Context: an optimization exercise on an open-source flow, tuned for small area, a short achievable clock period and few clock cycles. The choices shown serve that exercise and are no tape-out recipe. Function was checked by simulation only, so behaviour that the tests miss may differ from the original.

## screlu_output_dot_product_core
module screlu_output_dot_product_core #(
    parameter int QA_LIMIT    = scrod_pkg::QA_LIMIT_DEF,
    parameter int QB_SCALE    = scrod_pkg::QB_SCALE_DEF,
    parameter int OUT_SCALE   = scrod_pkg::OUT_SCALE_DEF,
    parameter int NUM_BUCKETS = scrod_pkg::NUM_BUCKETS_DEF
) (
    input  logic                                clk,
    input  logic                                rst_n,
    input  logic                                push,
    output logic                                full,
    input  logic signed [scrod_pkg::ACT_W-1:0]  activation,
    input  logic signed [scrod_pkg::WGT_W-1:0]  weight,
    input  logic [scrod_pkg::BKT_W-1:0]         bucket,
    input  logic                                last,
    output logic                                empty,
    input  logic                                pop,
    output logic signed [scrod_pkg::EVAL_W-1:0] eval,
    input  logic                                cfg_we,
    input  logic [scrod_pkg::CFG_IDX_W-1:0]     cfg_index,
    input  logic [scrod_pkg::CFG_DAT_W-1:0]     cfg_data
);
Size in the first run: ~660 flip-flops, about 100 I/O pins, roughly 37000 um^2 of cells after synthesis.
export LEC_CHECK = 0
export ABC_AREA = 1
export CAP_MARGIN = 20
export CORE_MARGIN = 2
export CORE_UTILIZATION = 40
export CTS_CLUSTER_DIAMETER = 90
export CTS_CLUSTER_SIZE = 25
export SETUP_SLACK_MARGIN = 5.0
export SLEW_MARGIN = 20
create_clock -name core_clock -period 8.5 [get_ports {clk}]
standard.sh (not shown) runs the stock make flow with config.mk's settings and CLKGATE_MAP_FILE= SYNTH_SCRIPT=/design/flow/synth_recipe.tcl, a recipe that flattens the netlist after the stock synthesis.
==> flow/flow/run.sh <==
#!/bin/bash
# Layout flow: the standard flow (standard synthesis, floorplan, placement, CTS,
# routing, finish) run whole through standard.sh, with two changes to how the layout
# is made: the port buffers are sky130_fd_sc_hd__buf_2 cells instead of the flow's
# default choice (every port still gets its buffer), and timing repair aims for a
# setup slack margin of SETUP_MARGIN ns. The clock period and constraints are the standard flow's.
set -euo pipefail
SETUP_MARGIN=5.3
export BUFFER_PORTS_ARGS="-buffer_cell sky130_fd_sc_hd__buf_2"
bash standard.sh SETUP_SLACK_MARGIN=$SETUP_MARGIN finish > standard_flow.log 2>&1
The first run went through all stages and came out clean.
Testbench counts at the start, summed over its fixed seeds: cycles 37,459.
==> next run, changes <==
--- a/flow/design.v
+++ b/flow/design.v
@@ -146,21 +146,21 @@
     input  logic signed [scrod_pkg::WGT_W-1:0]  weight,
     input  logic [scrod_pkg::BKT_W-1:0]         bucket,
     input  logic                                last,
     output logic                                empty,
     input  logic                                pop,
     output logic signed [scrod_pkg::EVAL_W-1:0] eval,
     input  logic                                cfg_we,
     input  logic [scrod_pkg::CFG_IDX_W-1:0]     cfg_index,
     input  logic [scrod_pkg::CFG_DAT_W-1:0]     cfg_data
 );
-    localparam int NMAX = 4;
+    localparam int NMAX = 5;
     logic       full_reg;
     logic [2:0] n_reg;           
     logic       accept;
     logic       popd;
     logic [2:0] n_next;
     assign accept = push && !full_reg;
     assign full   = full_reg;
     logic       v0_reg;
     logic [7:0] c0_reg;
     logic [7:0] w0_reg;
@@ -244,21 +244,21 @@
         b3_reg  <= b2_reg;
     end
     logic [31:0] bias_reg [8];
     logic [7:0]  bval_reg;       
     always_ff @(posedge clk)
     begin
         if (cfg_we)
             bias_reg[cfg_index] <= cfg_data;
     end
     logic        bv1_reg, bv2_reg, bv3_reg, bv4_reg;
-    logic        adv2, adv3, adv4;
+    logic        adv1, adv2, adv3, adv4;
     logic [7:0]  a_p3_reg;
     logic [8:0]  a_p2_reg;
     logic [9:0]  a_p1_reg, a_p0_reg;
     logic        a_s_reg;
     logic [32:0] a_v_reg;
     logic [31:0] bsel;
     logic [7:0]  a_p3;
     logic [8:0]  a_p2;
     logic [9:0]  a_p1, a_p0;
     scrod_d255_pre u_pre_a (
@@ -269,20 +269,21 @@
         .p0 (a_p0)
     );
     always_comb
     begin
         bsel = '0;
         for (int i = 0; i < 8; i++)
             bsel = bsel | (bias_reg[i] & {32{bval_reg[i] && (b3_reg == 3'(i))}});
     end
     always_ff @(posedge clk)
     begin
+        if (adv1)
         begin
             a_p3_reg <= a_p3;
             a_p2_reg <= a_p2;
             a_p1_reg <= a_p1;
             a_p0_reg <= a_p0;
             a_s_reg  <= acc_reg[31];
             a_v_reg  <= {bsel[31], bsel} + ({25'h1FEFEFF, 8'd0} & {33{acc_reg[31]}});
         end
     end
     logic [32:0] t2_reg;         
@@ -447,20 +448,21 @@
     assign e_calc = es2 + {ec2[26:1], ghl[8]};
     logic        o0v_reg;
     logic        emp_reg;        
     logic [26:0] o0_reg;
     logic        ofree;
     assign popd  = pop && o0v_reg;
     assign ofree = !o0v_reg || pop;
     assign adv4  = !(bv4_reg && o0v_reg) || pop;
     assign adv3  = !(bv3_reg && bv4_reg && o0v_reg) || pop;
     assign adv2  = !(bv2_reg && bv3_reg && bv4_reg && o0v_reg) || pop;
+    assign adv1  = !(bv1_reg && bv2_reg && bv3_reg && bv4_reg && o0v_reg) || pop;
     always_ff @(posedge clk)
     begin
         if (ofree && bv4_reg)
             o0_reg <= e_calc;
     end
     logic       n_inc, n_dec;
     logic [2:0] n_up, n_down;
     logic       full_next;
     assign n_inc  = accept && last;
     assign n_dec  = popd;
@@ -510,21 +512,22 @@
             n_reg    <= n_next;
             v0_reg   <= accept;
             v1_reg   <= v0_reg;
             vx_reg   <= v1_reg;
             v2_reg   <= vx_reg;
             if (v2_reg)
                 clo_reg <= l2_reg;
             j3_reg   <= v2_reg && l2_reg;
             if (cfg_we)
                 bval_reg[cfg_index] <= 1'b1;
-            bv1_reg  <= j3_reg;
+            if (adv1)
+                bv1_reg <= j3_reg;
             if (adv2)
                 bv2_reg <= bv1_reg;
             if (adv3)
                 bv3_reg <= bv2_reg;
             if (adv4)
                 bv4_reg <= bv3_reg;
             if (ofree)
             begin
                 o0v_reg <= bv4_reg;
                 emp_reg <= !bv4_reg;
Effect: The changed run completed without violations; worst setup slack degrades by 0.0058 ns; via count fell slightly; wire length fell slightly; die area rose slightly; utilization rose by 0.43 points; design area rose by a few percent.
Testbench counts after the change, summed over its fixed seeds: cycles 37,149.

screlu_output_dot_product_core, a different RTL version from the one above (not shown whole).
Size: about 570 flip-flops, about 100 I/O pins.
clock: 8.5 ns
lec_check: 0
cap_margin: 20
core_margin: 2
core_utilization: 40
setup_slack_margin: 4.3
slew_margin: 20
run.sh (not shown) runs the stock make flow with config.mk's settings and CLKGATE_MAP_FILE= SYNTH_SCRIPT=/design/flow/synth_recipe.tcl, a recipe that flattens the netlist after the stock synthesis.
Stock flow here: none of the scripts above is used.
Testbench counts at the start, summed over its fixed seeds: cycles 37,123.
==> next run, changes <==
--- a/flow/design.v
+++ b/flow/design.v
@@ -172,19 +172,19 @@
     logic [7:0] c0_reg;
     logic [7:0] w0_reg;
     logic [2:0] b0_reg;
     logic       l0_reg;
     logic [7:0] clamped;
     assign clamped = activation[15]      ? 8'd0 :
                      (|activation[14:8]) ? 8'hFF : activation[7:0];
     always_ff @(posedge clk)
     begin
-        c0_reg <= accept ? clamped : 8'd0;
+        c0_reg <= clamped;
         w0_reg <= weight;
         b0_reg <= bucket;
         l0_reg <= last;
     end
     logic        v1_reg;
     logic [15:0] sq1_reg;
     logic [3:0]  bo1_reg, bt1_reg, bn1_reg;    
     logic [3:0]  bo_calc, bt_calc, bn_calc;
     logic [2:0]  b1_reg;
@@ -217,19 +217,19 @@
     scrod_bmul u_bmul (
         .sq  (sq1_reg),
         .one (bo1_reg),
         .two (bt1_reg),
         .neg (bn1_reg),
         .p   (p_calc)
     );
     always_ff @(posedge clk)
     begin
-        p2_reg <= p_calc;
+        p2_reg <= v1_reg ? p_calc : 24'd0;
         b2_reg <= b1_reg;
         l2_reg <= l1_reg;
     end
     logic [31:0] acc_reg;        
     logic        clo_reg;        
     logic        j3_reg;         
     logic [2:0]  b3_reg;
     logic [31:0] acc_base;
     assign acc_base = clo_reg ? 32'd0 : acc_reg;
@@ -282,24 +282,19 @@
     logic [31:0] bsel;
     scrod_d255_post u_post_a (
         .p3   (a_p3_reg),
         .p2   (a_p2_reg),
         .p1   (a_p1_reg),
         .p0   (a_p0_reg),
         .q    (qa),
         .r254 (adj)
     );
-    always_comb
-    begin
-        bsel = '0;
-        for (int i = 0; i < 8; i++)
-            bsel = bsel | (bias_reg[i] & {32{bval_reg[i] && (a_bk_reg == 3'(i))}});
-    end
+    assign bsel = bval_reg[a_bk_reg] ? bias_reg[a_bk_reg] : 32'd0;
     always_ff @(posedge clk)
     begin
         if (adv2)
             t2_reg <= {bsel[31], bsel} + {{9{a_s_reg}}, qa ^ {24{a_s_reg}}}
                     + {32'd0, a_s_reg && !adj};
     end
     logic [7:0]  c_p3_reg;
     logic [8:0]  c_p2_reg;
     logic [9:0]  c_p1_reg, c_p0_reg;
Outcome:
- final area rises by 2.2%
- utilization rises by 0.22 points
- hold slack hardly moves
- synthesized cell count falls by 2.0%
- routed wire length falls by 2.4%
- worst setup slack loses 66 ps
- non-clock buffer count rises by 31
- register-to-register slack loses 70 ps
- critical path depth rises by 2
- cell count rises by 0.91%
- area after synthesis rises by 1.6%
Testbench counts after the change, summed over its fixed seeds: cycles 37,123.

-- port drivers added, routing unchanged --
No port has a modelled driver above. Below, the same layouts with a new extraction and two added sets of constraints. Step 1 sets driving cells, clkbuf_16 on the clock port and buf_2 on the other inputs (assumed; they add their load-dependent delay and slew). Step 2 adds t to the input delays and takes it off the output delays; t is the mean of the earliest and latest rising clock arrival at the registers after step 1. Input paths then give back, and output paths get back, about the clock's delay inside the block. Slacks: no drivers / after step 1 / after step 2; pairs: no drivers / after step 1.
run | t (ns) | setup slack, ns | clock arrival spread, ns
the first run of note 1 | 0.662 | 5.405 / 5.405 / 4.908 | 0.052 / 0.053
the second run of note 1 | 0.674 | 5.400 / 5.400 / 4.808 | 0.035 / 0.034
the first run of note 2 | 0.672 | 4.336 / 4.336 / 4.336 | 0.049 / 0.049
the second run of note 2 | 0.686 | 4.271 / 4.271 / 4.271 | 0.034 / 0.034
After both steps setup and hold are still met in every run listed. The setup slack of the second run of note 1, which loses most, moves by 0.000 ns with the drivers and by -0.592 ns with both steps.
